Source: an optimization exercise on an open RTL-to-GDS flow (aim: small area, a short achievable clock period and few clock cycles). Production flows keep margins and buffers that such runs may drop. At most, simulation tests tie the RTL to the original design; equivalence was not proved. Function not checked in runs 1 to 3 and 6: the RTL went through the layout flow alone. No activity file was given, so power comes from the tool's default toggle rates.

==> flow/design.v <==
package battle_pkg;
    localparam int x_w      = 10;
    localparam int hp_w     = 12;
    localparam int slot_cnt = 8;
    localparam int slot_w   = 3;
    localparam int type_w   = 2;
    localparam int uhp_w    = 8;    
    localparam int dmg_w    = 8;    
    localparam int thp_w    = 9;    
    localparam int cnt_w    = 4;    
    localparam logic [x_w-1:0]   enemy_spawn_x = 10'd10;
    localparam logic [x_w-1:0]   army_spawn_x  = 10'd570;
    localparam logic [thp_w-1:0] tower_hp_init = 9'd400;
    function automatic logic [uhp_w-1:0] unit_hp(input logic [type_w-1:0] t);
        case (t)
            2'd0: unit_hp = 8'd30;
            2'd1: unit_hp = 8'd80;
            2'd2: unit_hp = 8'd50;
            default: unit_hp = 8'd150;
        endcase
    endfunction
    function automatic logic [4:0] unit_atk(input logic [type_w-1:0] t);
        case (t)
            2'd0: unit_atk = 5'd6;
            2'd1: unit_atk = 5'd12;
            2'd2: unit_atk = 5'd9;
            default: unit_atk = 5'd25;
        endcase
    endfunction
    function automatic logic [cnt_w-1:0] unit_strike(input logic [type_w-1:0] t);
        case (t)
            2'd0: unit_strike = 4'd4;
            2'd1: unit_strike = 4'd6;
            2'd2: unit_strike = 4'd5;
            default: unit_strike = 4'd8;
        endcase
    endfunction
    function automatic logic [cnt_w-1:0] unit_last(input logic [type_w-1:0] t);
        case (t)
            2'd0: unit_last = 4'd7;
            2'd1: unit_last = 4'd11;
            2'd2: unit_last = 4'd9;
            default: unit_last = 4'd15;
        endcase
    endfunction
    function automatic logic [2:0] unit_speed(input logic [type_w-1:0] t);
        case (t)
            2'd0: unit_speed = 3'd6;
            2'd1: unit_speed = 3'd3;
            2'd2: unit_speed = 3'd4;
            default: unit_speed = 3'd2;
        endcase
    endfunction
    function automatic logic [6:0] unit_range(input logic [type_w-1:0] t);
        case (t)
            2'd0: unit_range = 7'd40;
            2'd1: unit_range = 7'd20;
            2'd2: unit_range = 7'd100;
            default: unit_range = 7'd25;
        endcase
    endfunction
endpackage
`timescale 1ns/1ps
module unit_squad #(
    parameter bit side_enemy = 1'b1
) (
    input  logic                          clk_25MHz,
    input  logic                          rst,
    input  logic                          start,
    input  logic                          spawn_go,
    input  logic [battle_pkg::type_w-1:0] spawn_type,
    input  logic                          frame_go,
    input  logic                          opp_alive,      
    input  logic [battle_pkg::x_w-1:0]    opp_front_x,    
    input  logic [battle_pkg::dmg_w-1:0]  dmg_in,         
    output logic                          has_free,
    output logic                          any_alive,
    output logic [battle_pkg::slot_w:0]   alive_count,
    output logic [battle_pkg::x_w-1:0]    front_x,
    output logic [battle_pkg::dmg_w-1:0]  dmg_unit,       
    output logic [battle_pkg::dmg_w-1:0]  dmg_tower       
);
    localparam int n  = battle_pkg::slot_cnt;
    localparam int xw = battle_pkg::x_w;
    localparam logic [xw-1:0] spawn_x = side_enemy ? battle_pkg::enemy_spawn_x :
                                                     battle_pkg::army_spawn_x;
    logic [n-1:0]                    alive_q;
    logic [battle_pkg::type_w-1:0]   type_q [n];
    logic [xw-1:0]                   x_q    [n];
    logic [battle_pkg::uhp_w-1:0]    hp_q   [n];
    logic [battle_pkg::cnt_w-1:0]    c_q    [n];
    logic [battle_pkg::slot_w:0]     count_q;
    logic [xw-1:0]                   front_q;
    logic [n-1:0]                 opp_in, tower_in, strike;
    logic [xw-1:0]                x_nx   [n];
    logic [battle_pkg::cnt_w-1:0] c_nx   [n];
    logic [4:0]                   atk_u  [n];
    logic [4:0]                   atk_t  [n];
    for (genvar i = 0; i < n; i++) begin : g_step
        logic [10:0] reach;    
        logic [battle_pkg::cnt_w-1:0] c;
        logic go;
        assign c = c_q[i];
        if (side_enemy) begin : g_e
            assign reach       = 11'(x_q[i]) + 11'(battle_pkg::unit_range(type_q[i]));
            assign opp_in[i]   = opp_alive && (reach >= 11'(opp_front_x));
            assign tower_in[i] = (reach >= 11'd570);
            assign x_nx[i]     = (c == '0) && !go ?
                                 x_q[i] + xw'(battle_pkg::unit_speed(type_q[i])) : x_q[i];
        end else begin : g_a
            assign reach       = 11'(x_q[i]) - 11'(battle_pkg::unit_range(type_q[i]));
            assign opp_in[i]   = opp_alive && (reach <= 11'(opp_front_x));
            assign tower_in[i] = (reach <= 11'd70);
            assign x_nx[i]     = (c == '0) && !go ?
                                 x_q[i] - xw'(battle_pkg::unit_speed(type_q[i])) : x_q[i];
        end
        assign go          = opp_in[i] || tower_in[i];
        assign strike[i]   = alive_q[i] && (c == battle_pkg::unit_strike(type_q[i]));
        assign c_nx[i]     = (c == '0) ? {3'd0, go} :
                             (c == battle_pkg::unit_last(type_q[i])) ? '0 : c + 1'b1;
        assign atk_u[i]    = (strike[i] && opp_in[i])  ? battle_pkg::unit_atk(type_q[i]) : '0;
        assign atk_t[i]    = (strike[i] && !opp_in[i]) ? battle_pkg::unit_atk(type_q[i]) : '0;
    end
    always_comb begin
        dmg_unit  = '0;
        dmg_tower = '0;
        for (int i = 0; i < n; i++) begin
            dmg_unit  = dmg_unit  + battle_pkg::dmg_w'(atk_u[i]);
            dmg_tower = dmg_tower + battle_pkg::dmg_w'(atk_t[i]);
        end
    end
    logic [n-1:0] beats [n];    
    logic [n-1:0] is_f, is_s;
    for (genvar i = 0; i < n; i++) begin : g_cmp
        for (genvar j = 0; j < n; j++) begin : g_j
            if (i < j) begin : g_lt
                assign beats[i][j] = side_enemy ? (x_nx[i] >= x_nx[j]) : (x_nx[i] <= x_nx[j]);
            end else if (i > j) begin : g_gt
                assign beats[i][j] = !beats[j][i];
            end else begin : g_eq
                assign beats[i][j] = 1'b1;
            end
        end
        assign is_f[i] = alive_q[i] && &(beats[i] | ~alive_q);
        assign is_s[i] = alive_q[i] && !is_f[i] && &(beats[i] | ~alive_q | is_f);
    end
    logic [battle_pkg::uhp_w-1:0] f_hp;
    logic [xw-1:0]                f_x, s_x;
    logic                         kill;
    always_comb begin
        f_hp = '0;
        f_x  = '0;
        s_x  = '0;
        for (int i = 0; i < n; i++) begin
            f_hp = f_hp | (is_f[i] ? hp_q[i] : '0);
            f_x  = f_x  | (is_f[i] ? x_nx[i] : '0);
            s_x  = s_x  | (is_s[i] ? x_nx[i] : '0);
        end
        if (!(|is_f)) f_x = spawn_x;
        if (!(|is_s)) s_x = spawn_x;
    end
    assign kill = (|alive_q) && (dmg_in >= f_hp);
    logic [n-1:0] free_1h;
    always_comb begin
        free_1h = '0;
        for (int i = n - 1; i >= 0; i--)
            if (!alive_q[i]) free_1h = n'(1) << i;
    end
    assign alive_count = count_q;
    assign has_free    = !count_q[battle_pkg::slot_w];
    assign any_alive   = |count_q;
    assign front_x     = front_q;
    always_ff @(posedge clk_25MHz) begin
        if (rst || start) begin
            alive_q <= '0;
            count_q <= '0;
            front_q <= spawn_x;
        end else if (frame_go) begin
            alive_q <= alive_q & ~(kill ? is_f : '0);
            count_q <= count_q - kill;
            front_q <= kill ? s_x : f_x;
        end else if (spawn_go) begin
            alive_q <= alive_q | free_1h;
            count_q <= count_q + 1'b1;
        end
    end
    for (genvar i = 0; i < n; i++) begin : g_slot
        always_ff @(posedge clk_25MHz) begin
            if (spawn_go && free_1h[i]) begin
                type_q[i] <= spawn_type;
                x_q[i]    <= spawn_x;
                hp_q[i]   <= battle_pkg::unit_hp(spawn_type);
                c_q[i]    <= '0;
            end else if (frame_go) begin
                x_q[i] <= x_nx[i];
                c_q[i] <= c_nx[i];
                if (is_f[i])
                    hp_q[i] <= f_hp - dmg_in;
            end
        end
    end
endmodule
`timescale 1ns/1ps
module battle_referee (
    input  logic                         clk_25MHz,
    input  logic                         rst,
    input  logic                         start,
    input  logic                         frame_valid,
    input  logic                         spawn_valid,
    input  logic                         spawn_enemy,
    input  logic                         has_free_e,
    input  logic                         has_free_a,
    input  logic [battle_pkg::dmg_w-1:0] dmg_tower_e,    
    input  logic [battle_pkg::dmg_w-1:0] dmg_tower_a,    
    output logic                         frame_ready,
    output logic                         spawn_ready,
    output logic                         frame_go,
    output logic                         spawn_go_e,
    output logic                         spawn_go_a,
    output logic [battle_pkg::hp_w-1:0]  tower_hp_enemy,
    output logic [battle_pkg::hp_w-1:0]  tower_hp_army,
    output logic                         game_win,
    output logic                         game_lose
);
    logic                         run_q;    
    logic [battle_pkg::thp_w-1:0] tw_e_q, tw_a_q;
    logic [battle_pkg::thp_w-1:0] tw_e_nx, tw_a_nx;
    assign frame_ready = run_q;
    assign spawn_ready = run_q && (spawn_enemy ? has_free_e : has_free_a);
    assign frame_go    = frame_valid && run_q;
    assign spawn_go_e  = spawn_valid && spawn_enemy && run_q && has_free_e;
    assign spawn_go_a  = spawn_valid && !spawn_enemy && run_q && has_free_a;
    logic fall_e, fall_a;
    assign fall_a  = (battle_pkg::thp_w'(dmg_tower_e) >= tw_a_q);
    assign fall_e  = (battle_pkg::thp_w'(dmg_tower_a) >= tw_e_q);
    assign tw_a_nx = fall_a ? '0 : tw_a_q - battle_pkg::thp_w'(dmg_tower_e);
    assign tw_e_nx = fall_e ? '0 : tw_e_q - battle_pkg::thp_w'(dmg_tower_a);
    always_ff @(posedge clk_25MHz) begin
        if (rst) begin
            run_q     <= 1'b0;
            game_win  <= 1'b0;
            game_lose <= 1'b0;
            tw_e_q    <= '0;
            tw_a_q    <= '0;
        end else if (start) begin
            run_q     <= 1'b1;
            game_win  <= 1'b0;
            game_lose <= 1'b0;
            tw_e_q    <= battle_pkg::tower_hp_init;
            tw_a_q    <= battle_pkg::tower_hp_init;
        end else if (frame_go) begin
            tw_e_q <= tw_e_nx;
            tw_a_q <= tw_a_nx;
            if (fall_a) begin   
                game_lose <= 1'b1;
                run_q     <= 1'b0;
            end else if (fall_e) begin
                game_win <= 1'b1;
                run_q    <= 1'b0;
            end
        end
    end
    assign tower_hp_enemy = {tw_e_q, 3'b000} + {2'b00, tw_e_q, 1'b0};
    assign tower_hp_army  = {tw_a_q, 3'b000} + {2'b00, tw_a_q, 1'b0};
endmodule
`timescale 1ns/1ps
module battle_engine (
    input  logic                          clk_25MHz,
    input  logic                          rst,
    input  logic                          start,
    input  logic                          frame_valid,
    output logic                          frame_ready,
    input  logic                          spawn_valid,
    output logic                          spawn_ready,
    input  logic                          spawn_enemy,
    input  logic [battle_pkg::type_w-1:0] spawn_type,
    output logic [battle_pkg::hp_w-1:0]   tower_hp_enemy,
    output logic [battle_pkg::hp_w-1:0]   tower_hp_army,
    output logic [battle_pkg::slot_w:0]   enemy_count,
    output logic [battle_pkg::slot_w:0]   army_count,
    output logic [battle_pkg::x_w-1:0]    enemy_front_x,
    output logic [battle_pkg::x_w-1:0]    army_front_x,
    output logic                          game_win,
    output logic                          game_lose
);
    logic                           frame_go;
    logic                           spawn_go_e;
    logic                           spawn_go_a;
    logic                           has_free_e;
    logic                           has_free_a;
    logic                           alive_e;
    logic                           alive_a;
    logic [battle_pkg::dmg_w-1:0]   dmg_unit_e;
    logic [battle_pkg::dmg_w-1:0]   dmg_tower_e;
    logic [battle_pkg::dmg_w-1:0]   dmg_unit_a;
    logic [battle_pkg::dmg_w-1:0]   dmg_tower_a;
    unit_squad #(.side_enemy(1'b1)) u_enemy (
        .clk_25MHz(clk_25MHz), .rst(rst), .start(start),
        .spawn_go(spawn_go_e), .spawn_type(spawn_type), .frame_go(frame_go),
        .opp_alive(alive_a), .opp_front_x(army_front_x), .dmg_in(dmg_unit_a),
        .has_free(has_free_e), .any_alive(alive_e), .alive_count(enemy_count),
        .front_x(enemy_front_x), .dmg_unit(dmg_unit_e), .dmg_tower(dmg_tower_e)
    );
    unit_squad #(.side_enemy(1'b0)) u_army (
        .clk_25MHz(clk_25MHz), .rst(rst), .start(start),
        .spawn_go(spawn_go_a), .spawn_type(spawn_type), .frame_go(frame_go),
        .opp_alive(alive_e), .opp_front_x(enemy_front_x), .dmg_in(dmg_unit_e),
        .has_free(has_free_a), .any_alive(alive_a), .alive_count(army_count),
        .front_x(army_front_x), .dmg_unit(dmg_unit_a), .dmg_tower(dmg_tower_a)
    );
    battle_referee u_ref (
        .clk_25MHz(clk_25MHz), .rst(rst), .start(start),
        .frame_valid(frame_valid), .spawn_valid(spawn_valid), .spawn_enemy(spawn_enemy),
        .has_free_e(has_free_e), .has_free_a(has_free_a),
        .dmg_tower_e(dmg_tower_e), .dmg_tower_a(dmg_tower_a),
        .frame_ready(frame_ready), .spawn_ready(spawn_ready), .frame_go(frame_go),
        .spawn_go_e(spawn_go_e), .spawn_go_a(spawn_go_a),
        .tower_hp_enemy(tower_hp_enemy), .tower_hp_army(tower_hp_army),
        .game_win(game_win), .game_lose(game_lose)
    );
endmodule
==> flow/run.sh <==
#!/bin/bash
# synth_recipe.tcl (not shown) runs the flow's synth.tcl, then flattens the netlist and writes it again
# the make line also repeats each setting of config.mk as NAME=value (left out here)
make -C /OpenROAD-flow-scripts/flow DESIGN_CONFIG=/design/flow/config.mk WORK_HOME=/design/flow/orfs CLKGATE_MAP_FILE= SYNTH_SCRIPT=/design/flow/synth_recipe.tcl finish
==> flow/constraint.sdc <==
create_clock -name core_clock -period 18.0 [get_ports {clk_25MHz}]
set_input_delay 3.6000 -clock core_clock [delete_from_list [all_inputs] [get_ports {clk_25MHz}]]
set_output_delay 3.6000 -clock core_clock [all_outputs]
set_load 0.01 [all_outputs]
==> flow/config.mk <==
export PLATFORM = sky130hd
export DESIGN_NAME = battle_engine
export DESIGN_NICKNAME = battle_engine
export VERILOG_FILES = /design/flow/design.v
export SDC_FILE = /design/flow/constraint.sdc
export NUM_CORES = 4
export LEC_CHECK = 0
export CAP_MARGIN = 20
export CORE_MARGIN = 2
export CORE_UTILIZATION = 40
export SETUP_SLACK_MARGIN = 5
export SLEW_MARGIN = 20
==> results_dict.tcl, run 1 <==
set metrics [dict create \
    core-area_mm2 0.150 \
    hold-worst-slack_ns 0.476 \
    final_cell_area_mm2 0.0663 \
    rows 142 \
    die-area_mm2 0.154 \
    setup_tns_ns 0 \
    fin_ws_ns 5.56 \
    cts_hold_buffers 0 \
    multi_input_area_mm2 0.0468 \
    endpoint_kind "register" \
    dp.cells 9507 \
    netSwitchingPower_mw 6.91 \
    cts_inserted_buffers 59 \
    seqCellArea_mm2 0.0106 \
    setup_viol_count_final 0 \
    rrSetupSlack_ns 5.56 \
    async_flop_share_pct 0 \
    max_stage_delay_ns 0.94 \
    synthesis.area_mm2 0.0602 \
    p_leak_nw 29.2 \
    power.share.combinational_pct 76.5 \
    hpwlAfterDp_mm 217 \
    ant_nets 0 \
    layout_min_cycle_time_ns 12.44 \
    r2r-start "u_army.type_q[5][0]" \
    io_buffers 61 \
    slew-limit-headroom_pct 13.6 \
    crit_required_ns 18.55 \
    gp_congestion 1.06 \
    status "complete, no violations" \
    drt-initial-drc-count 6162 \
    finalMaxSlewViolations 0 \
    worst_r2r_endpoint "u_army.front_q[0]" \
    die_x_um 392 \
    ys.flop_type "dfxtp_1" \
    min_path_type "reg2reg" \
    totalWireLength_mm 273 \
    syn-instance-count 7485 \
    synth.avg_cell_area_um2 8.04 \
    slowest_stage "a21oi_2" \
    yosysTopAreaCellShare_pct 21.2 \
    worst_pin_slew_ns 1.29 \
    antenna_found_initial 5 \
    ys_ff_latch 449 \
    viasPerCell 6.28 \
    p_clk_share_pct 10.3 \
    cts_buffer_depth 3 \
    fp.dieH_um 392 \
    initial_utilization_pct 40.2 \
    skew_ns 0.0580 \
    grt_max_degree 126 \
    num-fill-cells 15100 \
    num_vias 60400 \
    startpoint_type "register" \
    ctsHtreeMaxLevel 2 \
    drive_gt1_share_pct 6.77 \
    grt_usage_pct 34.7 \
    tritoncts "yes" \
    crit_path_max_fanout 11 \
    power_density_mw_per_mm2 183 \
    synth_edf_count 160 \
    avgRoutedWirePerCell_um 28.4 \
    ff2ff_path_depth 41 \
    holdPathEnd "u_army.x_q[7][0]" \
    rsz0062_at_grt "true" \
    grt_pass1_wl_mm 395 \
    dpl_cell_area_mm2 0.0641 \
    hold_start "u_army.x_q[7][0]" \
    dr.pass1.iters 7 \
    synth_area_leaders "ha_1, dfxtp_1, edfxtp_1" \
    min_path_cells 2 \
    ir_worst_vdd_mv 0.121 \
    insertion_delay_ns 0.71 \
    area_delta_synth_final_pct 10.1 \
    synth_warnings 21 \
    internal_power_mw 5.23 \
    drc 0 \
    path_clk_slew_ns 0.06 \
    io_pins 64 \
    fmax_mhz 80.4 \
    synth_cell_types 129 \
    yosysTopAreaCell "ha_1" \
    clock-root-buffer "clkbuf_16" \
    p_seq_share_pct 13.2 \
    p_sw_share_pct 56.9 \
    synth_seq_area_share_pct 17.6 \
    clock_sinks 449 \
    dp_slack_ns 4.81 \
    crit_top_cell "ha_1" \
    min_period_over_period_pct 69.1 \
    first_global_vias 57600 \
    fin_cells 9619 \
    hold_viol_final 0 \
    crit_arrival_ns 12.98 \
    drv_cap 0 \
    overflow 0 \
    critPathKind "reg2reg" \
    nNetsFinal 8699 \
]
## metrics by stage
| stage | utilization, % | total power [mW] |
|---|---|---|
| 2_1_floorplan | - | 7.30 |
| 3_3_place_gp | 42.9 | 10.4 |
| 3_5_place_dp | 42.9 | 10.5 |
| 4_1_cts | 44.2 | 11.8 |
| 5_1_grt | 44.3 | 12.9 |
| 6_report | 44.3 | 12.1 |
## layout make-up
cell class | count | share of cell area, %
multi-input combinational | 6197 | 70.6
sequential | 449 | 16.0
tap | 2016 | 3.81
timing repair buffer | 268 | 3.30
inverter | 577 | 3.28
clock buffer | 73 | 2.48
clock inverter | 38 | 0.555
antenna | 1 | 0.00378
## kinds of logic (layout without fill, tap and decap cells)
| kind of cell | count (synthesis) | in the layout | synth area share [%] |
|---|---|---|---|
| AOI/OAI and AO/OA | 2160 | 2160 | 24.3 |
| xor gates and xnor gates | 440 | 440 | 6.42 |
| adders and majority gates | 1161 | 1161 | 25.6 |
| buffers and inverters | 840 | 956 | 5.38 |
| DFF | 449 | 449 | 17.6 |
| muxes | 32 | 32 | 0.553 |
| other | 1 | 3 | 0.00623 |
| and+or+nand+nor | 2402 | 2402 | 20.1 |
## cell usage in the layout, fill, tap and decap left out, types with 27 or more instances in the layout
cell / count
and3_1: 87
xnor2_1: 204
edfxtp_1: 160
nor2_1: 609
o31ai_1: 30
fa_1: 120
xor2_1: 206
a21oi_1: 481
nor2b_1: 103
or3_1: 94
or4_1: 42
a21o_1: 206
o21ai_0: 433
clkbuf_16: 61
a222oi_1: 38
o211ai_1: 112
o22ai_1: 56
o21bai_1: 31
and2_1: 65
nor3b_1: 34
nand3_1: 202
o2111ai_1: 40
clkdlybuf4s50_1: 61
nand4_1: 111
a31oi_1: 64
dfxtp_1: 289
inv_1: 558
a221oi_1: 49
nand2b_1: 120
ha_1: 1018
nand2_1: 579
a211oi_1: 138
nor4_1: 77
nor3_1: 120
o21a_1: 57
a22oi_1: 71
o21ai_1: 27
buf_4: 205
o221ai_1: 32
## what timing repair did
action | CTS | global route
resized for setup | 1 | 15
setup endpoints to repair | 7 | 35
setup buffers | 0 | 0
## worst max path at each step
| stage | startpoint | endpoint | slack, ns |
|---|---|---|---|
| 2_1_floorplan | u_army.type_q[4][0] | u_army.front_q[0] | 7.03 |
| 3_3_place_gp | u_army.type_q[4][0] | u_army.front_q[0] | 5.14 |
| 3_5_place_dp | u_army.type_q[4][0] | u_army.front_q[8] | 4.81 |
| 4_1_cts | u_army.type_q[4][0] | u_army.front_q[8] | 5.07 |
| 5_1_grt | u_army.type_q[4][0] | u_army.front_q[8] | 4.97 |
| 6_report | u_army.type_q[5][0] | u_army.front_q[0] | 5.56 |
## power by group through the flow
| stage | sequential (mW) | clock (mW) | combinational [mW] |
|---|---|---|---|
| finish | 1.60 | 1.25 | 9.29 |
| detailed placement | 1.60 | 0 | 8.92 |
| CTS | 1.58 | 1.27 | 8.97 |
| floorplan | 1.41 | 0 | 5.89 |
| global placement | 1.60 | 0 | 8.79 |
| global route | 1.63 | 1.30 | 9.99 |
## per-layer routing
layer | global-route usage (%) | wire length (µm) | vias up
met5 | 0 | 12 | -
met4 | 24.0 | 22800 | 2
met3 | 4.92 | 19400 | 825
met2 | 56.8 | 123000 | 2728
met1 | 42.0 | 108000 | 29000
li1 | - | - | 27800
## synth_stat cells (23+ instances only)
master and number:
o2111ai_1 40, clkbuf_1 199, o211ai_1 112, nor3b_1 36, and3_1 87, xor2_1 217
inv_1 559, nand3_1 202, a21o_1 206, nand2_1 580, fa_1 120, nand4_1 111
nor4_1 89, nor2_1 609, o21a_1 57, dfxtp_1 289, ha_1 1019, xnor2_1 222
or4_1 42, a221oi_1 49, nor3_1 125, a222oi_1 38, a211o_1 25, o21ai_0 442
o21bai_1 31, or2_2 23, a211oi_1 138, o31ai_1 31, nand2b_1 120, o221ai_1 32
buf_2 23, a22oi_1 71, a21oi_1 485, edfxtp_1 160, nor2b_1 103, a31oi_1 64
or3_1 94, o22ai_1 56, and2_1 65, buf_1 29
## worst max-delay path: cells and delay by family (launching register included)
| kind | cells | cell delay, ns |
|---|---|---|
| compound gates | 22 | 5.32 |
| fa+ha+maj | 5 | 1.66 |
| buf+inv | 3 | 0.92 |
| flops | 1 | 0.48 |
| simple gates | 11 | 3.85 |
## sequential cells by signal, indices dropped and copies added, names as in the netlist
name             flops
u_enemy.count_q      4
u_ref.game_win       1
u_ref.run_q          1
u_army.front_q      10
u_enemy.c_q         32
u_ref.tw_e_q         9
u_army.c_q          32
u_army.count_q       4
u_enemy.front_q     10
u_ref.game_lose      1
u_enemy.alive_q      8
u_enemy.hp_q        64
u_army.x_q          80
u_ref.tw_a_q         9
u_army.type_q       16
u_enemy.x_q         80
u_army.alive_q       8
u_army.hp_q         64
u_enemy.type_q      16
==> run 2: changes to the inputs <==
--- a/flow/config.mk
+++ b/flow/config.mk
@@ -8,5 +8,5 @@
 export CAP_MARGIN = 20
 export CORE_MARGIN = 2
-export CORE_UTILIZATION = 40
-export SETUP_SLACK_MARGIN = 5
+export CORE_UTILIZATION = 60
+export PLACE_DENSITY = 0.7
 export SLEW_MARGIN = 20
==> results_dict.tcl, run 2 <==
set metrics [dict create \
    synth_commonest_cells "ha_1, nor2_1, nand2_1" \
    post-route-util_pct 65.2 \
    antenna_found_initial 15 \
    max_stage_delay_ns 0.90 \
    num_vias 63500 \
    min_period_over_period_pct 72.7 \
    synthMuxAreaShare_pct 0.553 \
    finalMaxSlewViolations 0 \
    crit_required_ns 18.52 \
    synth_warnings 21 \
    dr.pass1.iters 21 \
    synth_cell_types 129 \
    cp-startpoint "u_enemy.type_q[5][0]" \
    slew-limit-headroom_pct 11.5 \
    synth-compound-area-share_pct 24.3 \
    drc 0 \
    synth-xor-area-share_pct 6.42 \
    cts_hold_buffers 0 \
    rrSetupSlack_ns 4.92 \
    viasPerCell 7.15 \
    area_delta_synth_final_pct 7.99 \
    initial_utilization_pct 60.3 \
    rows 116 \
    totalWireLength_mm 265 \
    core-area_mm2 0.0997 \
    drive_gt1_share_pct 6.18 \
    synth_edf_count 160 \
    hpwlAfterDp_mm 204 \
    dpl_cell_area_mm2 0.0630 \
    setup_viol_count_final 0 \
    r2r-start "u_enemy.type_q[5][0]" \
    synth_most_common_cell "ha_1" \
    grt_pass1_wl_mm 384 \
    hold_viol_final 0 \
    min_path_type "reg2reg" \
    synth_seq_area_share_pct 17.6 \
    clock-root-buffer "clkbuf_16" \
    drt-initial-drc-count 8455 \
    final_cell_area_mm2 0.0650 \
    cts_buffer_depth 3 \
    rsz0062_at_grt "false" \
    tritoncts "yes" \
    critPathKind "reg2reg" \
    cts_inserted_buffers 56 \
    path_clk_slew_ns 0.06 \
    synthesis.area_mm2 0.0602 \
    io_buffers 61 \
    worst_pin_slew_ns 1.33 \
    power_density_mw_per_mm2 187 \
    startpoint_type "register" \
    ir_worst_vdd_mv 0.144 \
    async_flop_share_pct 0 \
    worst_r2r_endpoint "u_enemy.count_q[3]" \
    die_x_um 321 \
    yosysTopAreaCellShare_pct 21.2 \
    avgRoutedWirePerCell_um 29.8 \
    synth_top_family_by_area "adder cells" \
    endpoint_kind "register" \
    synth_area_leaders "ha_1, dfxtp_1, edfxtp_1" \
    top_regs "u_army.x_q: 80 flops, u_enemy.x_q: 80 flops" \
    ff2ff_path_depth 52 \
    drv_cap 0 \
    ys.flop_type "dfxtp_1" \
    ctsResizeCount 0 \
    insertion_delay_ns 0.72 \
    nNetsFinal 8677 \
    hold-worst-slack_ns 0.494 \
    syn-instance-count 7485 \
    io_pins 64 \
    num-fill-cells 8522 \
    layout_min_cycle_time_ns 13.08 \
    fin_ws_ns 4.92 \
    layout_common_cells "ha_1, nor2_1, nand2_1" \
    slowest_stage "xnor2_1" \
    ys_ff_latch 449 \
    post_cts_buffers 0 \
    setup_tns_ns 0 \
    p_leak_nw 29.0 \
    status "complete, no violations" \
    skew_ns 0.0570 \
    synth.avg_cell_area_um2 8.04 \
    dp_slack_ns 5.56 \
    ctsHtreeMaxLevel 2 \
    yosysTopAreaCell "ha_1" \
    ant_nets 0 \
    overflow 0 \
    synth_fa_ha_area_share_pct 25.6 \
    crit_path_max_fanout 14 \
    grt_usage_pct 49.8 \
    die-area_mm2 0.103 \
    fp.dieH_um 321 \
    yosys.area_share.simple_pct 20.1 \
    clock_sinks 449 \
    gp_congestion 1.15 \
    crit_path_end "u_enemy.count_q[3]" \
    first_global_vias 59900 \
    crit_arrival_ns 13.60 \
    grt_max_degree 145 \
    fmax_mhz 76.4 \
    final_common_cell "ha_1" \
]
-- run 2: worst min-delay path by stage --
| stage | cells after the start | from | slack [ns] | endpoint |
|---|---|---|---|---|
| 6_report | 2 | u_army.x_q[6][0] | 0.49 | u_army.x_q[6][0] |
| 4_1_cts | 2 | u_army.x_q[5][0] | 0.49 | u_army.x_q[5][0] |
| 5_1_grt | 2 | u_army.x_q[6][0] | 0.52 | u_army.x_q[6][0] |
| 3_3_place_gp | 2 | u_ref.game_lose | 0.46 | u_ref.game_lose |
| 3_5_place_dp | 2 | u_army.x_q[6][0] | 0.47 | u_army.x_q[6][0] |
| 2_1_floorplan | 2 | u_army.x_q[2][0] | 0.45 | u_army.x_q[2][0] |
-- run 2: stage by stage --
stage	power, mW	instances
4_1_cts	11.6	8874
5_1_grt	12.8	8876
6_report	12.1	8884
2_1_floorplan	7.30	7486
3_5_place_dp	10.4	8769
3_3_place_gp	10.1	8769
-- run 2: cells by family (layout without fill, tap and decap cells) --
| group | after synthesis | in the layout |
|---|---|---|
| AOI/OAI and AO/OA | 2160 | 2160 |
| xor gates and xnor gates | 440 | 440 |
| adders and majority gates | 1161 | 1161 |
| buffers and inverters | 840 | 931 |
| DFF | 449 | 449 |
| muxes | 32 | 32 |
| other | 1 | 11 |
| and+or+nand+nor | 2402 | 2402 |
-- run 2: area by class of cell --
type	instances	area, µm²	share of cell area (%)
Clock buffer	63	1490	2.29
Sequential cell	449	10600	16.3
Antenna cell	9	22.5	0.0347
Tap cell	1298	1620	2.50
Timing Repair Buffer	249	2030	3.13
Multi-Input combinational cell	6197	46600	71.8
Clock inverter	42	422	0.649
Inverter	577	2170	3.34
-- run 2: metal layers --
metal	GRT usage, %	vias up	wire (µm)
met2	76.4	4474	112000
met3	15.1	1532	31800
met1	55.7	29700	91400
li1	-	27800	-
met4	44.8	12	29700
met5	0	-	114
-- run 2: worst max-delay path: cells and delay by family, from the launching register on --
family,cells,cell delay [ns]
AOI/OAI and AO/OA,23,4.68
and+or+nand+nor,14,3.44
adders and majority gates,6,1.87
DFF,1,0.46
xor gates and xnor gates,2,1.20
buffers and inverters,7,1.23
-- run 2: where the power goes --
group / total, mW / switching [mW] / internal (mW)
clock network: 1.20 / 0.536 / 0.663
registers: 1.60 / 0.377 / 1.23
logic: 9.34 / 6.07 / 3.28
==> run 3: changes to the inputs <==
--- a/flow/design.v
+++ b/flow/design.v
@@ -97,4 +97,6 @@
     logic [4:0]                   atk_u  [n];
     logic [4:0]                   atk_t  [n];
+    logic [n-1:0]                 k_hit;
+    logic [battle_pkg::uhp_w:0]   hp_left [n];
     for (genvar i = 0; i < n; i++) begin : g_step
         logic [10:0] reach;    
@@ -121,13 +123,19 @@
         assign atk_u[i]    = (strike[i] && opp_in[i])  ? battle_pkg::unit_atk(type_q[i]) : '0;
         assign atk_t[i]    = (strike[i] && !opp_in[i]) ? battle_pkg::unit_atk(type_q[i]) : '0;
+        assign hp_left[i]  = {1'b0, hp_q[i]} - {1'b0, dmg_in};
+        assign k_hit[i]    = hp_left[i][battle_pkg::uhp_w] || (hp_left[i][battle_pkg::uhp_w-1:0] == '0);
     end
-    always_comb begin
-        dmg_unit  = '0;
-        dmg_tower = '0;
-        for (int i = 0; i < n; i++) begin
-            dmg_unit  = dmg_unit  + battle_pkg::dmg_w'(atk_u[i]);
-            dmg_tower = dmg_tower + battle_pkg::dmg_w'(atk_t[i]);
-        end
+    logic [6:0] su1 [4], st1 [4];
+    logic [7:0] su2 [2], st2 [2];
+    for (genvar k = 0; k < 4; k++) begin : g_s1
+        assign su1[k] = 7'(atk_u[2*k]) + 7'(atk_u[2*k+1]);
+        assign st1[k] = 7'(atk_t[2*k]) + 7'(atk_t[2*k+1]);
+    end
+    for (genvar k = 0; k < 2; k++) begin : g_s2
+        assign su2[k] = 8'(su1[2*k]) + 8'(su1[2*k+1]);
+        assign st2[k] = 8'(st1[2*k]) + 8'(st1[2*k+1]);
     end
+    assign dmg_unit  = su2[0] + su2[1];
+    assign dmg_tower = st2[0] + st2[1];
     logic [n-1:0] beats [n];    
     logic [n-1:0] is_f, is_s;
@@ -145,13 +153,10 @@
         assign is_s[i] = alive_q[i] && !is_f[i] && &(beats[i] | ~alive_q | is_f);
     end
-    logic [battle_pkg::uhp_w-1:0] f_hp;
     logic [xw-1:0]                f_x, s_x;
     logic                         kill;
     always_comb begin
-        f_hp = '0;
         f_x  = '0;
         s_x  = '0;
         for (int i = 0; i < n; i++) begin
-            f_hp = f_hp | (is_f[i] ? hp_q[i] : '0);
             f_x  = f_x  | (is_f[i] ? x_nx[i] : '0);
             s_x  = s_x  | (is_s[i] ? x_nx[i] : '0);
@@ -160,5 +165,5 @@
         if (!(|is_s)) s_x = spawn_x;
     end
-    assign kill = (|alive_q) && (dmg_in >= f_hp);
+    assign kill = |(is_f & k_hit);
     logic [n-1:0] free_1h;
     always_comb begin
@@ -167,4 +172,6 @@
             if (!alive_q[i]) free_1h = n'(1) << i;
     end
+    logic [battle_pkg::slot_w:0] count_m1;
+    assign count_m1    = count_q - 1'b1;
     assign alive_count = count_q;
     assign has_free    = !count_q[battle_pkg::slot_w];
@@ -178,5 +185,5 @@
         end else if (frame_go) begin
             alive_q <= alive_q & ~(kill ? is_f : '0);
-            count_q <= count_q - kill;
+            if (kill) count_q <= count_m1;
             front_q <= kill ? s_x : f_x;
         end else if (spawn_go) begin
@@ -196,5 +203,5 @@
                 c_q[i] <= c_nx[i];
                 if (is_f[i])
-                    hp_q[i] <= f_hp - dmg_in;
+                    hp_q[i] <= hp_left[i][battle_pkg::uhp_w-1:0];
             end
         end
--- a/flow/config.mk
+++ b/flow/config.mk
@@ -8,5 +8,5 @@
 export CAP_MARGIN = 20
 export CORE_MARGIN = 2
-export CORE_UTILIZATION = 60
-export PLACE_DENSITY = 0.7
+export CORE_UTILIZATION = 40
+export SETUP_SLACK_MARGIN = 5
 export SLEW_MARGIN = 20
==> results_dict.tcl, run 3 <==
set metrics [dict create \
    status "complete, no violations" \
    layout_common_cells "ha_1, nor2_1, inv_1" \
    synth_edf_count 160 \
    layout_min_cycle_time_ns 11.66 \
    insertion_delay_ns 0.69 \
    grt_max_degree 64 \
    skew_ns 0.0382 \
    synthesis.area_mm2 0.0633 \
    ant_nets 0 \
    min_period_over_period_pct 64.8 \
    drive_gt1_share_pct 6.42 \
    grt_pass1_wl_mm 386 \
    synth_area_leaders "ha_1, dfxtp_1, edfxtp_1" \
    clock_sinks 449 \
    fmax_mhz 85.7 \
    setup_tns_ns 0 \
    drc 0 \
    area_delta_synth_final_pct 10.1 \
    synth_cell_types 120 \
    die_x_um 402 \
    fin_cells 10100 \
    startpoint_type "register" \
    ff2ff_path_depth 38 \
    ctsHtreeMaxLevel 3 \
    min_path_cells 2 \
    slowest_stage "nor4_4" \
    io_pins 64 \
    nNetsFinal 9292 \
    power_density_mw_per_mm2 170 \
    io_buffers 61 \
    crit_top_cell "inv_1" \
    syn-instance-count 7795 \
    fp.dieH_um 402 \
    post_cts_buffers 0 \
    path_clk_slew_ns 0.06 \
    finalMaxSlewViolations 0 \
    tritoncts "yes" \
    setup_viol_count_final 0 \
    synth_commonest_cells "ha_1, nor2_1, inv_1" \
    crit_path_max_fanout 10 \
    dp.cells 9930 \
    worst_pin_slew_ns 1.24 \
    dr.pass1.iters 9 \
    min_path_type "reg2reg" \
    drv_cap 0 \
    antenna_found_initial 5 \
    slew-limit-headroom_pct 16.5 \
    endpoint_kind "register" \
    grt_usage_pct 31.7 \
    yosysTopAreaCell "ha_1" \
    cts_hold_buffers 0 \
    rsz0062_at_grt "false" \
    hpwlAfterDp_mm 202 \
    hold-worst-slack_ns 0.480 \
    hold_viol_final 0 \
    first_global_vias 58900 \
    synth_most_common_cell "ha_1" \
    cts_buffer_depth 3 \
    critPathKind "reg2reg" \
    cts_inserted_buffers 66 \
    avgRoutedWirePerCell_um 26.2 \
    core-area_mm2 0.158 \
    num_vias 62300 \
    synth.avg_cell_area_um2 8.13 \
    totalWireLength_mm 264 \
    crit_required_ns 18.52 \
    rows 146 \
    crit_arrival_ns 12.18 \
    synth_seq_area_share_pct 16.7 \
    final_common_cell "ha_1" \
    die-area_mm2 0.162 \
    ir_worst_vdd_mv 0.103 \
    async_flop_share_pct 0 \
    drt-initial-drc-count 6272 \
    ctsResizeCount 0 \
    ys.flop_type "dfxtp_1" \
    gp_congestion 1.05 \
    max_stage_delay_ns 0.80 \
    p_leak_nw 31.3 \
    clock-root-buffer "clkbuf_16" \
    yosysTopAreaCellShare_pct 24.8 \
    top_regs "u_army.x_q: 80 flops, u_enemy.x_q: 80 flops" \
    ys_ff_latch 449 \
    synth_warnings 31 \
    initial_utilization_pct 40.1 \
    overflow 0 \
    viasPerCell 6.20 \
]
==> run 3: cell types whose count changed in the layout (fill, tap and decap cells not counted), moves of 43 or more <==
cell     delta
ha_1      +238
nand2_1    -85
and2_1     -43
nor2_1     +57
inv_1      +91
xnor2_1    +74
a21oi_1    +82
==> run 3: routing by layer <==
layer	vias to the layer above	share of wire (%)	track usage, %
li1	29000	-	-
met1	29800	42	40.5
met2	2700	43	49.3
met3	785	8.4	6.18
met4	4	7.2	18.8
met5	-	0.014	0
==> run 3: worst paths after layout <==
check	startpoint	end	slack (ns)
min reg2reg	u_army.x_q[5][0]	u_army.x_q[5][0]	0.48
max	u_army.type_q[5][0]	u_enemy.front_q[3]	6.34
min	u_army.x_q[5][0]	u_army.x_q[5][0]	0.48
max reg2reg	u_army.type_q[5][0]	u_enemy.front_q[3]	6.34
==> run 3: cell families after synthesis <==
| logic type | count (synthesis) | synth area share, % |
|---|---|---|
| buffers and inverters | 878 | 5.29 |
| multiplexers | 54 | 0.905 |
| adder cells (fa/ha/maj) | 1366 | 28.2 |
| flip-flops | 449 | 16.7 |
| other | 1 | 0.00592 |
| AO/OA/AOI/OAI | 2166 | 22.9 |
| AND/OR/NAND/NOR | 2340 | 18.5 |
| XOR/XNOR | 541 | 7.50 |
==> run 3: through the flow <==
step | total power [mW] | util [%] | worst slack [ns] | cell area [µm²]
finish | 11.9 | 44.2 | 6.34 | 69800
global route | 12.8 | 44.2 | 5.67 | 69700
CTS | 11.6 | 44.2 | 6.44 | 69700
detailed placement | 10.2 | 42.8 | 6.55 | 67600
global placement | 9.98 | 42.8 | 6.78 | 67500
floorplan | 7.18 | - | 8.54 | 63400
==> run 3: where the power goes <==
part,switching (mW),leakage [nW],internal (mW),total (mW)
clock,0.564,1.07,0.794,1.36
sequential,0.336,3.62,1.23,1.57
combinational,5.69,26.6,3.27,8.96
total,6.59,31.3,5.30,11.9
==> run 3: worst max-delay path: cells and delay by family (launching register included) <==
family | cells | cell delay [ns]
mux | 1 | 0.35
compound gates | 14 | 4.06
xor+xnor | 1 | 0.14
fa+ha+maj | 10 | 3.84
simple gates | 5 | 1.67
flops | 1 | 0.46
buf+inv | 7 | 0.94
==> run 3: layout make-up <==
cell class                      instances  area, µm²
Antenna cell                            7       17.5
Timing Repair Buffer                  280       2240
Multi-Input combinational cell       6469      49600
Fill cell                           15800      88100
Sequential cell                       449      10600
Clock buffer                           96       1940
Inverter                              660       2480
Tap cell                             2072       2590
Clock inverter                         24        245
==> run 4: changes to the inputs <==
--- a/flow/design.v
+++ b/flow/design.v
@@ -99,4 +99,9 @@
     logic [n-1:0]                 k_hit;
     logic [battle_pkg::uhp_w:0]   hp_left [n];
+    function automatic logic ge_f(input logic [10:0] a, input logic [10:0] b);
+        ge_f = 1'b1;
+        for (int k = 0; k < 11; k++)
+            ge_f = (a[k] & ~b[k]) | (~(~a[k] & b[k]) & ge_f);
+    endfunction
     for (genvar i = 0; i < n; i++) begin : g_step
         logic [10:0] reach;    
@@ -106,5 +111,5 @@
         if (side_enemy) begin : g_e
             assign reach       = 11'(x_q[i]) + 11'(battle_pkg::unit_range(type_q[i]));
-            assign opp_in[i]   = opp_alive && (reach >= 11'(opp_front_x));
+            assign opp_in[i]   = opp_alive && ge_f(reach, 11'(opp_front_x));
             assign tower_in[i] = (reach >= 11'd570);
             assign x_nx[i]     = (c == '0) && !go ?
@@ -112,5 +117,5 @@
         end else begin : g_a
             assign reach       = 11'(x_q[i]) - 11'(battle_pkg::unit_range(type_q[i]));
-            assign opp_in[i]   = opp_alive && (reach <= 11'(opp_front_x));
+            assign opp_in[i]   = opp_alive && ge_f(11'(opp_front_x), reach);
             assign tower_in[i] = (reach <= 11'd70);
             assign x_nx[i]     = (c == '0) && !go ?
@@ -143,5 +148,5 @@
         for (genvar j = 0; j < n; j++) begin : g_j
             if (i < j) begin : g_lt
-                assign beats[i][j] = side_enemy ? (x_nx[i] >= x_nx[j]) : (x_nx[i] <= x_nx[j]);
+                assign beats[i][j] = side_enemy ? ge_f(11'(x_nx[i]), 11'(x_nx[j])) : ge_f(11'(x_nx[j]), 11'(x_nx[i]));
             end else if (i > j) begin : g_gt
                 assign beats[i][j] = !beats[j][i];
==> flow/flow/run.sh (new file) <==
#!/bin/bash
set -euo pipefail
bash standard.sh SETUP_SLACK_MARGIN=8 finish > standard_make.log 2>&1
==> flow/standard.sh (new file) <==
#!/bin/bash
# synth_recipe.tcl (not shown) runs the flow's synth.tcl, then flattens the netlist and writes it again
# the make line also repeats each setting of config.mk as NAME=value (left out here)
make -C /OpenROAD-flow-scripts/flow DESIGN_CONFIG=/design/flow/config.mk WORK_HOME=/design/flow/orfs CLKGATE_MAP_FILE= SYNTH_SCRIPT=/design/flow/synth_recipe.tcl "${@:-finish}"
--- a/flow/config.mk
+++ b/flow/config.mk
@@ -6,4 +6,5 @@
 export NUM_CORES = 4
 export LEC_CHECK = 0
+export ABC_AREA = 1
 export CAP_MARGIN = 20
 export CORE_MARGIN = 2
removed: flow/run.sh
==> results_dict.tcl, run 4 <==
set metrics [dict create \
    status "complete, no violations" \
    ys_ff_latch 449 \
    synth-compound-area-share_pct 15.9 \
    cts_buffer_depth 3 \
    critPathKind "reg2reg" \
    rows 141 \
    ys.flop_type "dfxtp_1" \
    fmax_mhz 106 \
    hold-worst-slack_ns 0.458 \
    grt_usage_pct 32.9 \
    setup_tns_ns 0 \
    core-area_mm2 0.148 \
    num-fill-cells 15600 \
    clock-root-buffer "clkbuf_16" \
    r2r-start "u_army.type_q[7][0]" \
    use_met3_pct 7.95 \
    synth_edf_count 160 \
    min_period_over_period_pct 52.6 \
    slew-limit-headroom_pct 18.6 \
    synthMuxAreaShare_pct 0 \
    dp_slack_ns 8.45 \
    nNetsFinal 10100 \
    drv_cap 0 \
    synth.avg_cell_area_um2 6.33 \
    die-area_mm2 0.153 \
    synth_fa_ha_area_share_pct 15.2 \
    area_delta_synth_final_pct 8.26 \
    crit_top_cell "nand2_1" \
    ir_worst_vdd_mv 0.113 \
    min_path_type "reg2reg" \
    ant_nets 0 \
    synth_commonest_cells "nand2_1, inv_1, nand3_1" \
    final_common_cell "nand2_1" \
    synth_most_common_cell "nand2_1" \
    syn-instance-count 9443 \
    avgRoutedWirePerCell_um 22.7 \
    path_clk_slew_ns 0.06 \
    clock_sinks 449 \
    dr.pass1.iters 7 \
    min_path_cells 2 \
    drt-initial-drc-count 8368 \
    viasPerCell 5.72 \
    synth_top_family_by_area "simple AND/OR/NAND/NOR gates" \
    synthesis.area_mm2 0.0598 \
    grt_pass1_wl_mm 382 \
    fin_ws_ns 8.54 \
    rrSetupSlack_ns 8.54 \
    yosysTopAreaCell "nand2_1" \
    insertion_delay_ns 0.71 \
    yosys.area_share.simple_pct 33.5 \
    skew_ns 0.0442 \
    hold_start "u_ref.game_lose" \
    io_buffers 61 \
    synth_area_leaders "nand2_1, ha_1, dfxtp_1" \
    antenna_found_initial 15 \
    crit_path_max_fanout 14 \
    setup_viol_count_final 0 \
    drc 0 \
    die_x_um 391 \
    ff2ff_path_depth 44 \
    fin_cells 11400 \
    synth_warnings 31 \
    overflow 0 \
    grt_util_met2_pct 46.1 \
    initial_utilization_pct 40.4 \
    top_regs "u_army.x_q: 80 flops, u_enemy.x_q: 80 flops" \
    hpwlAfterDp_mm 198 \
    crit_arrival_ns 10.06 \
    tritoncts "yes" \
    holdPathEnd "u_ref.game_lose" \
    ctsHtreeMaxLevel 2 \
    hold_viol_final 0 \
    layout_min_cycle_time_ns 9.46 \
    endpoint_kind "register" \
    totalWireLength_mm 259 \
    finalMaxSlewViolations 0 \
    cts_hold_buffers 0 \
    synth_seq_area_share_pct 17.7 \
    synth_cell_types 80 \
    cts_inserted_buffers 60 \
    yosysTopAreaCellShare_pct 17.9 \
    first_global_vias 59700 \
    grt-busiest-layer "met1" \
    gp_congestion 1.04 \
    drive_gt1_share_pct 7.41 \
    grt_max_degree 78 \
    grtUsageMet1_pct 47.3 \
    worst_pin_slew_ns 1.22 \
    worst_r2r_endpoint "u_enemy.count_q[1]" \
    max_stage_delay_ns 0.57 \
    slowest_stage "fa_1" \
    p_leak_nw 32.6 \
    fp.dieH_um 391 \
    rsz0062_at_grt "false" \
    layout_common_cells "nand2_1, inv_1, nand3_1" \
    dp.cells 11300 \
    crit_required_ns 18.60 \
    async_flop_share_pct 0 \
    synth-xor-area-share_pct 5.80 \
    power_density_mw_per_mm2 163 \
    io_pins 64 \
    num_vias 65300 \
    startpoint_type "register" \
]
run 4: cell count changes after synthesis, sizes merged, moves of 114 or more:
cell	change
o21ai	+176
nand2b	-115
xnor2	-225
nand2	+2446
a211oi	-152
a21o	-196
inv	+825
nand3	+597
nor2	-114
o22ai	+154
ha	-774
run 4: logic make-up (layout without fill, tap and decap cells):
logic type	Yosys count	in the layout
and+or+nand+nor	4603	4603
buffers and inverters	1780	1821
AOI/OAI and AO/OA	1637	1637
adders and majority gates	636	636
DFF	449	449
xor gates and xnor gates	337	337
other	1	8
run 4: area by class of cell:
type | instances | area (µm²) | share of cell area (%)
antenna | 6 | 15.0 | 0.0232
clock buffer | 81 | 1790 | 2.76
clock inverter | 30 | 298 | 0.460
inverter | 1510 | 5700 | 8.80
multi-input combinational | 7215 | 42300 | 65.3
sequential | 449 | 10600 | 16.4
tap | 1930 | 2410 | 3.73
timing repair buffer | 200 | 1660 | 2.57
run 4: stage by stage:
stage          power [mW]  cell area (µm²)  utilization, %
2_1_floorplan        6.64            59800               -
3_3_place_gp         8.84            62500            42.2
3_5_place_dp         8.92            62500            42.2
4_1_cts              10.3            64600            43.6
5_1_grt              11.3            64700            43.7
6_report             10.6            64700            43.7
run 4: timing repair:
action | CTS | global route
resized for setup | 0 | 11
setup endpoints to repair | 0 | 31
setup buffers | 0 | 2
run 4: worst max path at each step:
stage	from	end	slack (ns)	cells after the start
2_1_floorplan	u_army.type_q[2][0]	u_enemy.count_q[1]	10.24	46
3_3_place_gp	u_enemy.type_q[5][0]	u_army.front_q[1]	8.65	41
3_5_place_dp	u_army.type_q[6][0]	u_enemy.count_q[1]	8.45	42
4_1_cts	u_army.type_q[6][1]	u_enemy.count_q[1]	8.40	44
5_1_grt	u_army.type_q[6][0]	u_enemy.count_q[1]	8.04	44
6_report	u_army.type_q[7][0]	u_enemy.count_q[1]	8.54	44
run 4: report_power, final:
part           internal (mW)  leakage [nW]  total [mW]  switching (mW)
registers               1.27          3.83        1.65           0.379
logic                   2.15          27.8        7.61            5.46
clock network          0.765          1.03        1.31           0.546
total                   4.19          32.6        10.6            6.38
run 4: layer usage:
layer  routed length, µm  vias up
met5                  48        -
met3               32600      570
li1                    -    30700
met2              101000     3606
met4               12600        6
met1              112000    30400
run 4: critical path: cells and delay by family (launching register included):
kind / cells / cell delay, ns
AO/OA/AOI/OAI: 6 / 1.14
XOR/XNOR: 2 / 0.44
adder cells (fa/ha/maj): 9 / 4.05
buffers and inverters: 8 / 0.80
flip-flops: 1 / 0.51
AND/OR/NAND/NOR: 19 / 2.40
Testbench counts of run 4, summed over its fixed seeds: cycles 24,292.
==> run 5: changes to the inputs <==
==> flow/run.sh (new file) <==
#!/bin/bash
# synth_recipe.tcl (not shown) runs the flow's synth.tcl, then flattens the netlist and writes it again
# the make line also repeats each setting of config.mk as NAME=value (left out here)
make -C /OpenROAD-flow-scripts/flow DESIGN_CONFIG=/design/flow/config.mk WORK_HOME=/design/flow/orfs CLKGATE_MAP_FILE= SYNTH_SCRIPT=/design/flow/synth_recipe.tcl finish
removed: flow/flow/run.sh
removed: flow/standard.sh
==> results_dict.tcl, run 5 <==
set metrics [dict create \
    setup_viol_count_final 0 \
    power.share.combinational_pct 72.0 \
    hold_viol_final 0 \
    crit_arrival_ns 10.44 \
    drt-initial-drc-count 8791 \
    status "complete, no violations" \
    post-route-util_pct 43.7 \
    totalWireLength_mm 259 \
    synthesis.area_mm2 0.0598 \
    p_clk_share_pct 12.4 \
    worst_pin_slew_ns 1.25 \
    cts_inserted_buffers 60 \
    r2r-start "u_army.type_q[6][1]" \
    yosysTopAreaCell "nand2_1" \
    hold_start "u_ref.game_lose" \
    grt_max_degree 78 \
    tritoncts "yes" \
    synth_commonest_cells "nand2_1, inv_1, nand3_1" \
    insertion_delay_ns 0.71 \
    endpoint_kind "register" \
    synth_warnings 31 \
    clock_sinks 449 \
    crit_path_end "u_enemy.count_q[1]" \
    worst_r2r_endpoint "u_enemy.count_q[1]" \
    area_delta_synth_final_pct 8.14 \
    max_stage_delay_ns 0.93 \
    crit_path_max_fanout 14 \
    cts_hold_buffers 0 \
    slowest_stage "o32ai_1" \
    core-area_mm2 0.148 \
    grt_pass1_wl_mm 382 \
    die_x_um 391 \
    skew_ns 0.0477 \
    final_common_cell "nand2_1" \
    internal_power_mw 4.19 \
    layout_min_cycle_time_ns 9.84 \
    drv_cap 0 \
    hpwlAfterDp_mm 198 \
    die-area_mm2 0.153 \
    rrSetupSlack_ns 8.16 \
    ctsHtreeMaxLevel 2 \
    layout_common_cells "nand2_1, inv_1, nand3_1" \
    ctsResizeCount 0 \
    min_period_over_period_pct 54.7 \
    netSwitchingPower_mw 6.38 \
    p_seq_share_pct 15.6 \
    ant_nets 0 \
    ir_worst_vdd_mv 0.115 \
    drive_gt1_share_pct 7.29 \
    cts_buffer_depth 3 \
    overflow 0 \
    p_sw_share_pct 60.4 \
    num-fill-cells 15600 \
    ys.flop_type "dfxtp_1" \
    fmax_mhz 102 \
    rows 141 \
    cp-startpoint "u_army.type_q[6][1]" \
    synth_edf_count 160 \
    top_regs "u_army.x_q: 80 flops, u_enemy.x_q: 80 flops" \
    antenna_found_initial 15 \
    syn-instance-count 9443 \
    ff2ff_path_depth 44 \
    drc 0 \
    rsz0062_at_grt "false" \
    setup_tns_ns 0 \
    finalMaxSlewViolations 0 \
    grt_usage_pct 32.9 \
    synth_area_leaders "nand2_1, ha_1, dfxtp_1" \
    async_flop_share_pct 0 \
    nNetsFinal 10100 \
    path_clk_slew_ns 0.06 \
    synth.avg_cell_area_um2 6.33 \
    p_leak_nw 32.6 \
    num_vias 65300 \
    ys_ff_latch 449 \
    gp_congestion 1.04 \
    crit_top_cell "nand2_1" \
    crit_required_ns 18.60 \
    slew-limit-headroom_pct 16.5 \
    synth_most_common_cell "nand2_1" \
    post_cts_buffers 0 \
    viasPerCell 5.72 \
    avgRoutedWirePerCell_um 22.7 \
    fp.dieH_um 391 \
    synth_seq_area_share_pct 17.7 \
    synth_cell_types 80 \
    min_path_type "reg2reg" \
    clock-root-buffer "clkbuf_16" \
    startpoint_type "register" \
    critPathKind "reg2reg" \
    power_density_mw_per_mm2 164 \
    initial_utilization_pct 40.4 \
    io_pins 64 \
    first_global_vias 59700 \
    yosysTopAreaCellShare_pct 17.9 \
    dr.pass1.iters 8 \
    io_buffers 61 \
]
## run 5: cell types whose count changed in the layout (fill, tap and decap cells not counted), sizes merged
cell      change
buf           -2
diode         +2
clkinvlp      -1
inv           +1
## run 5: cell families (layout without fill, tap and decap cells)
logic type      Yosys count  in the layout  synth area share, %
simple gates           4603           4603                 33.5
buf+inv                1780           1819                 11.9
compound gates         1637           1637                 15.9
fa+ha+maj               636            636                 15.2
flops                   449            449                 17.7
xor+xnor                337            337                 5.80
other cells               1             10              0.00627
## run 5: power groups by stage
| stage | Clock, mW | Combinational, mW | Sequential, mW |
|---|---|---|---|
| CTS | 1.32 | 7.30 | 1.63 |
| global placement | 0 | 7.20 | 1.65 |
| global route | 1.36 | 8.24 | 1.68 |
| finish | 1.31 | 7.61 | 1.65 |
| floorplan | 0 | 5.12 | 1.51 |
| detailed placement | 0 | 7.27 | 1.65 |
## run 5: cell type report
class	count	area, µm²	area share (%)
multi-input cells	7215	42200	65.3
flip-flops and latches	449	10600	16.4
inverters	1510	5690	8.80
well taps	1930	2410	3.73
clock buffers	81	1790	2.77
repair buffers	198	1630	2.53
clock inverters	30	298	0.461
diodes	8	20.0	0.0310
## run 5: layer usage
metal  global-route usage, %  routed length [µm]
met1                    47.3              113000
met2                    46.1              101000
met3                    7.95               32100
met4                    14.5               13100
met5                       0                  31
## run 5: worst min path at each step
stage | slack (ns) | to | cells after the start
floorplan | 0.46 | u_enemy.c_q[5][3] | 2
global placement | 0.44 | u_ref.game_lose | 2
detailed placement | 0.45 | u_ref.game_lose | 2
CTS | 0.46 | u_ref.game_lose | 2
global route | 0.48 | u_ref.game_lose | 2
finish | 0.46 | u_ref.game_lose | 2
## run 5: metrics by stage
stage	cells	area [µm²]	hold slack, ns	setup slack [ns]	total power [mW]
2_1_floorplan	9444	59800	0.455	10.24	6.64
3_3_place_gp	11300	62500	0.445	8.65	8.84
3_5_place_dp	11300	62500	0.451	8.45	8.92
4_1_cts	11400	64600	0.460	8.40	10.3
5_1_grt	11400	64600	0.482	7.58	11.3
6_report	11400	64700	0.458	8.16	10.6
## run 5: worst max-delay path: cells and delay by family (launching register included)
kind / cells / cell delay (ns)
adders and majority gates: 9 / 3.82
and+or+nand+nor: 18 / 2.10
AOI/OAI and AO/OA: 8 / 2.06
buffers and inverters: 8 / 1.04
DFF: 1 / 0.47
xor gates and xnor gates: 1 / 0.20
==> run 6: changes to the inputs <==
--- a/flow/design.v
+++ b/flow/design.v
@@ -85,4 +85,9 @@
     localparam logic [xw-1:0] spawn_x = side_enemy ? battle_pkg::enemy_spawn_x :
                                                      battle_pkg::army_spawn_x;
+    function automatic logic ge_f(input logic [10:0] a, input logic [10:0] b);
+        ge_f = 1'b1;
+        for (int k = 0; k < 11; k++)
+            ge_f = (a[k] & ~b[k]) | (~(~a[k] & b[k]) & ge_f);
+    endfunction
     logic [n-1:0]                    alive_q;
     logic [battle_pkg::type_w-1:0]   type_q [n];
@@ -95,13 +100,5 @@
     logic [xw-1:0]                x_nx   [n];
     logic [battle_pkg::cnt_w-1:0] c_nx   [n];
-    logic [4:0]                   atk_u  [n];
-    logic [4:0]                   atk_t  [n];
-    logic [n-1:0]                 k_hit;
-    logic [battle_pkg::uhp_w:0]   hp_left [n];
-    function automatic logic ge_f(input logic [10:0] a, input logic [10:0] b);
-        ge_f = 1'b1;
-        for (int k = 0; k < 11; k++)
-            ge_f = (a[k] & ~b[k]) | (~(~a[k] & b[k]) & ge_f);
-    endfunction
+    logic [4:0]                   atk    [n];
     for (genvar i = 0; i < n; i++) begin : g_step
         logic [10:0] reach;    
@@ -122,25 +119,24 @@
                                  x_q[i] - xw'(battle_pkg::unit_speed(type_q[i])) : x_q[i];
         end
-        assign go          = opp_in[i] || tower_in[i];
-        assign strike[i]   = alive_q[i] && (c == battle_pkg::unit_strike(type_q[i]));
-        assign c_nx[i]     = (c == '0) ? {3'd0, go} :
-                             (c == battle_pkg::unit_last(type_q[i])) ? '0 : c + 1'b1;
-        assign atk_u[i]    = (strike[i] && opp_in[i])  ? battle_pkg::unit_atk(type_q[i]) : '0;
-        assign atk_t[i]    = (strike[i] && !opp_in[i]) ? battle_pkg::unit_atk(type_q[i]) : '0;
-        assign hp_left[i]  = {1'b0, hp_q[i]} - {1'b0, dmg_in};
-        assign k_hit[i]    = hp_left[i][battle_pkg::uhp_w] || (hp_left[i][battle_pkg::uhp_w-1:0] == '0);
-    end
-    logic [6:0] su1 [4], st1 [4];
-    logic [7:0] su2 [2], st2 [2];
-    for (genvar k = 0; k < 4; k++) begin : g_s1
-        assign su1[k] = 7'(atk_u[2*k]) + 7'(atk_u[2*k+1]);
-        assign st1[k] = 7'(atk_t[2*k]) + 7'(atk_t[2*k+1]);
-    end
-    for (genvar k = 0; k < 2; k++) begin : g_s2
-        assign su2[k] = 8'(su1[2*k]) + 8'(su1[2*k+1]);
-        assign st2[k] = 8'(st1[2*k]) + 8'(st1[2*k+1]);
+        assign go        = opp_in[i] || tower_in[i];
+        assign strike[i] = alive_q[i] && (c == battle_pkg::unit_strike(type_q[i]));
+        assign c_nx[i]   = (c == '0) ? {3'd0, go} :
+                           (c == battle_pkg::unit_last(type_q[i])) ? '0 : c + 1'b1;
+        assign atk[i]    = battle_pkg::unit_atk(type_q[i]);
+    end
+    logic [5:0] pu [4], pt [4];
+    for (genvar k = 0; k < 4; k++) begin : g_pair
+        logic [5:0] both;
+        logic       u0, u1, t0, t1;
+        assign both = 6'(atk[2*k]) + 6'(atk[2*k+1]);
+        assign u0 = strike[2*k]   &&  opp_in[2*k];
+        assign u1 = strike[2*k+1] &&  opp_in[2*k+1];
+        assign t0 = strike[2*k]   && !opp_in[2*k];
+        assign t1 = strike[2*k+1] && !opp_in[2*k+1];
+        assign pu[k] = (u0 && u1) ? both : u0 ? 6'(atk[2*k]) : u1 ? 6'(atk[2*k+1]) : '0;
+        assign pt[k] = (t0 && t1) ? both : t0 ? 6'(atk[2*k]) : t1 ? 6'(atk[2*k+1]) : '0;
     end
-    assign dmg_unit  = su2[0] + su2[1];
-    assign dmg_tower = st2[0] + st2[1];
+    assign dmg_unit  = (8'(pu[0]) + 8'(pu[1])) + (8'(pu[2]) + 8'(pu[3]));
+    assign dmg_tower = (8'(pt[0]) + 8'(pt[1])) + (8'(pt[2]) + 8'(pt[3]));
     logic [n-1:0] beats [n];    
     logic [n-1:0] is_f, is_s;
@@ -148,5 +144,6 @@
         for (genvar j = 0; j < n; j++) begin : g_j
             if (i < j) begin : g_lt
-                assign beats[i][j] = side_enemy ? ge_f(11'(x_nx[i]), 11'(x_nx[j])) : ge_f(11'(x_nx[j]), 11'(x_nx[i]));
+                assign beats[i][j] = side_enemy ? ge_f(11'(x_nx[i]), 11'(x_nx[j])) :
+                                                  ge_f(11'(x_nx[j]), 11'(x_nx[i]));
             end else if (i > j) begin : g_gt
                 assign beats[i][j] = !beats[j][i];
@@ -158,10 +155,14 @@
         assign is_s[i] = alive_q[i] && !is_f[i] && &(beats[i] | ~alive_q | is_f);
     end
+    logic [battle_pkg::uhp_w-1:0] f_hp;
     logic [xw-1:0]                f_x, s_x;
+    logic [battle_pkg::uhp_w:0]   hp_left;
     logic                         kill;
     always_comb begin
+        f_hp = '0;
         f_x  = '0;
         s_x  = '0;
         for (int i = 0; i < n; i++) begin
+            f_hp = f_hp | (is_f[i] ? hp_q[i] : '0);
             f_x  = f_x  | (is_f[i] ? x_nx[i] : '0);
             s_x  = s_x  | (is_s[i] ? x_nx[i] : '0);
@@ -170,5 +171,6 @@
         if (!(|is_s)) s_x = spawn_x;
     end
-    assign kill = |(is_f & k_hit);
+    assign hp_left = {1'b0, f_hp} - {1'b0, dmg_in};
+    assign kill    = (|alive_q) && (hp_left[battle_pkg::uhp_w] || hp_left[battle_pkg::uhp_w-1:0] == '0);
     logic [n-1:0] free_1h;
     always_comb begin
@@ -208,5 +210,5 @@
                 c_q[i] <= c_nx[i];
                 if (is_f[i])
-                    hp_q[i] <= hp_left[i][battle_pkg::uhp_w-1:0];
+                    hp_q[i] <= hp_left[battle_pkg::uhp_w-1:0];
             end
         end
==> results_dict.tcl, run 6 <==
set metrics [dict create \
    status "complete, no violations" \
    hpwlAfterDp_mm 196 \
    overflow 0 \
    synth_most_common_cell "nand2_1" \
    worst_r2r_endpoint "u_enemy.count_q[1]" \
    min_path_cells 2 \
    crit_family "simple AND/OR/NAND/NOR gates" \
    max_stage_delay_ns 0.85 \
    min_path_type "reg2reg" \
    startpoint_type "register" \
    path_clk_slew_ns 0.06 \
    insertion_delay_ns 0.71 \
    crit_path_max_fanout 12 \
    totalWireLength_mm 253 \
    skew_ns 0.0485 \
    ctsResizeCount 0 \
    ctsHtreeMaxLevel 2 \
    dp_slack_ns 8.05 \
    hold_viol_final 0 \
    rrSetupSlack_ns 7.82 \
    power_density_mw_per_mm2 173 \
    core-area_mm2 0.144 \
    synth_edf_count 160 \
    ant_nets 0 \
    avgRoutedWirePerCell_um 22.4 \
    drive_gt1_share_pct 7.53 \
    grt_pass1_wl_mm 374 \
    clock-root-buffer "clkbuf_16" \
    viasPerCell 5.67 \
    drt-initial-drc-count 6860 \
    ys_ff_latch 449 \
    fin_ws_ns 7.82 \
    synth_warnings 23 \
    synth_commonest_cells "nand2_1, inv_1, nand3_1" \
    synth_area_leaders "nand2_1, dfxtp_1, ha_1" \
    ys.flop_type "dfxtp_1" \
    yosysTopAreaCell "nand2_1" \
    grt_usage_pct 33.1 \
    cts_hold_buffers 0 \
    grt_max_degree 163 \
    async_flop_share_pct 0 \
    post_cts_buffers 0 \
    power.total_mw 10.8 \
    slew-limit-headroom_pct 16.6 \
    worst_pin_slew_ns 1.25 \
    r2r-start "u_enemy.type_q[3][0]" \
    nNetsFinal 9846 \
    final_common_cell "nand2_1" \
    yosysTopAreaCellShare_pct 18.8 \
    finalMaxSlewViolations 0 \
    ir_worst_vdd_mv 0.118 \
    layout_common_cells "nand2_1, inv_1, nand3_1" \
    gp_congestion 1.06 \
    holdPathEnd "u_ref.game_lose" \
    synth_cell_types 80 \
    cts_inserted_buffers 58 \
    synthesis.area_mm2 0.0579 \
    rsz0062_at_grt "false" \
    min_period_over_period_pct 56.6 \
    crit_top_cell "nand2_1" \
    die-area_mm2 0.148 \
    drv_cap 0 \
    dr.pass1.iters 27 \
    fmax_mhz 98.2 \
    area_delta_synth_final_pct 7.75 \
    critPathKind "reg2reg" \
    num_vias 64100 \
    io_buffers 61 \
    antenna_found_initial 4 \
    crit_required_ns 18.55 \
    hold-worst-slack_ns 0.475 \
    initial_utilization_pct 40.3 \
    clock_sinks 449 \
    seqCellArea_mm2 0.0106 \
    syn-instance-count 9377 \
    ff2ff_path_depth 48 \
    first_global_vias 59800 \
    synth.avg_cell_area_um2 6.17 \
    cts_buffer_depth 3 \
    top_regs "u_army.x_q: 80 flops, u_enemy.x_q: 80 flops" \
    tritoncts "yes" \
    setup_viol_count_final 0 \
    crit_arrival_ns 10.74 \
    drc 0 \
    crit_buf_inv 6 \
    synth_seq_area_share_pct 18.3 \
    multi_input_area_mm2 0.0406 \
    die_x_um 384 \
    rows 139 \
    hold_start "u_ref.game_lose" \
    io_pins 64 \
    p_leak_nw 31.6 \
    layout_min_cycle_time_ns 10.18 \
    setup_tns_ns 0 \
    num-fill-cells 15400 \
    endpoint_kind "register" \
    fp.dieH_um 384 \
    slowest_stage "xor2_1" \
    cp-startpoint "u_enemy.type_q[3][0]" \
]
-- run 6: tightest hold or removal path, stage by stage (launching register included) --
cell,delay (ns)
dfxtp_1,0.32
inv_1,0.05
a21oi_1,0.05
-- run 6: cell type report --
cell class | instances | area share [%]
Multi-Input combinational cell | 7243 | 65.1
Sequential cell | 449 | 17.0
Tap cell | 1903 | 3.82
Clock inverter | 33 | 0.522
Antenna cell | 1 | 0.00401
Inverter | 1414 | 8.54
Timing Repair Buffer | 180 | 2.42
Clock buffer | 73 | 2.62
-- run 6: cells by family after synthesis --
group,synth area share (%)
DFF,18.3
and+or+nand+nor,35.5
buffers and inverters,11.7
other,0.00648
AOI/OAI and AO/OA,17.9
xor gates and xnor gates,5.36
adders and majority gates,11.2
muxes,0.0173
-- run 6: how the worst max path moves through the flow --
stage,to,slack (ns),cells after the start
6_report,u_enemy.count_q[1],7.82,48
5_1_grt,u_enemy.count_q[2],7.06,56
4_1_cts,u_enemy.count_q[1],7.98,48
3_5_place_dp,u_enemy.count_q[0],8.05,48
3_3_place_gp,u_enemy.count_q[2],8.24,56
2_1_floorplan,spawn_ready,10.39,3
-- run 6: power by group --
part / switching, mW / leakage, nW / internal, mW
logic: 5.62 / 26.7 / 2.24
clock network: 0.536 / 0.962 / 0.713
registers: 0.379 / 3.85 / 1.29
total: 6.54 / 31.6 / 4.23
-- run 6: per-stage QoR --
step / instance area [µm²] / util, % / instances
2_1_floorplan: 57900 / - / 9378
5_1_grt: 62300 / 43.4 / 11300
4_1_cts: 62300 / 43.4 / 11300
3_3_place_gp: 60400 / 42.0 / 11200
3_5_place_dp: 60400 / 42.0 / 11200
6_report: 62400 / 43.4 / 11300
-- run 6: metal layers --
metal  part of all wire, %  track usage (%)
met4                   8.2             23.3
met1                    39             39.3
met5                0.0095                0
met2                    45             54.8
met3                   7.7             4.96

-- what the ideal ports hide --
How much do the figures lean on ideal ports? The routed layouts below were timed once more, with nothing changed but the port constraints. Step 1, drivers: a clkbuf_16 drives clk_25MHz and a buf_2 each remaining input, both assumed. Step 2 also shifts input and output timing later by t, the mid clock arrival at the registers, as if the neighbouring blocks saw the same clock. Three values: no drivers, after step 1, after step 2; two values: the first two.
| run | t, ns | setup WS [ns] |
|---|---|---|
| run 1 | 0.758 | 5.564 / 5.564 / 5.564 |
| run 2 | 0.780 | 4.918 / 4.918 / 4.918 |
| run 3 | 0.750 | 6.337 / 6.337 / 6.337 |
| run 4 | 0.766 | 8.535 / 8.535 / 8.535 |
| run 5 | 0.768 | 8.163 / 8.163 / 8.163 |
| run 6 | 0.774 | 7.816 / 7.816 / 7.816 |
After both steps every run listed still meets setup and hold.
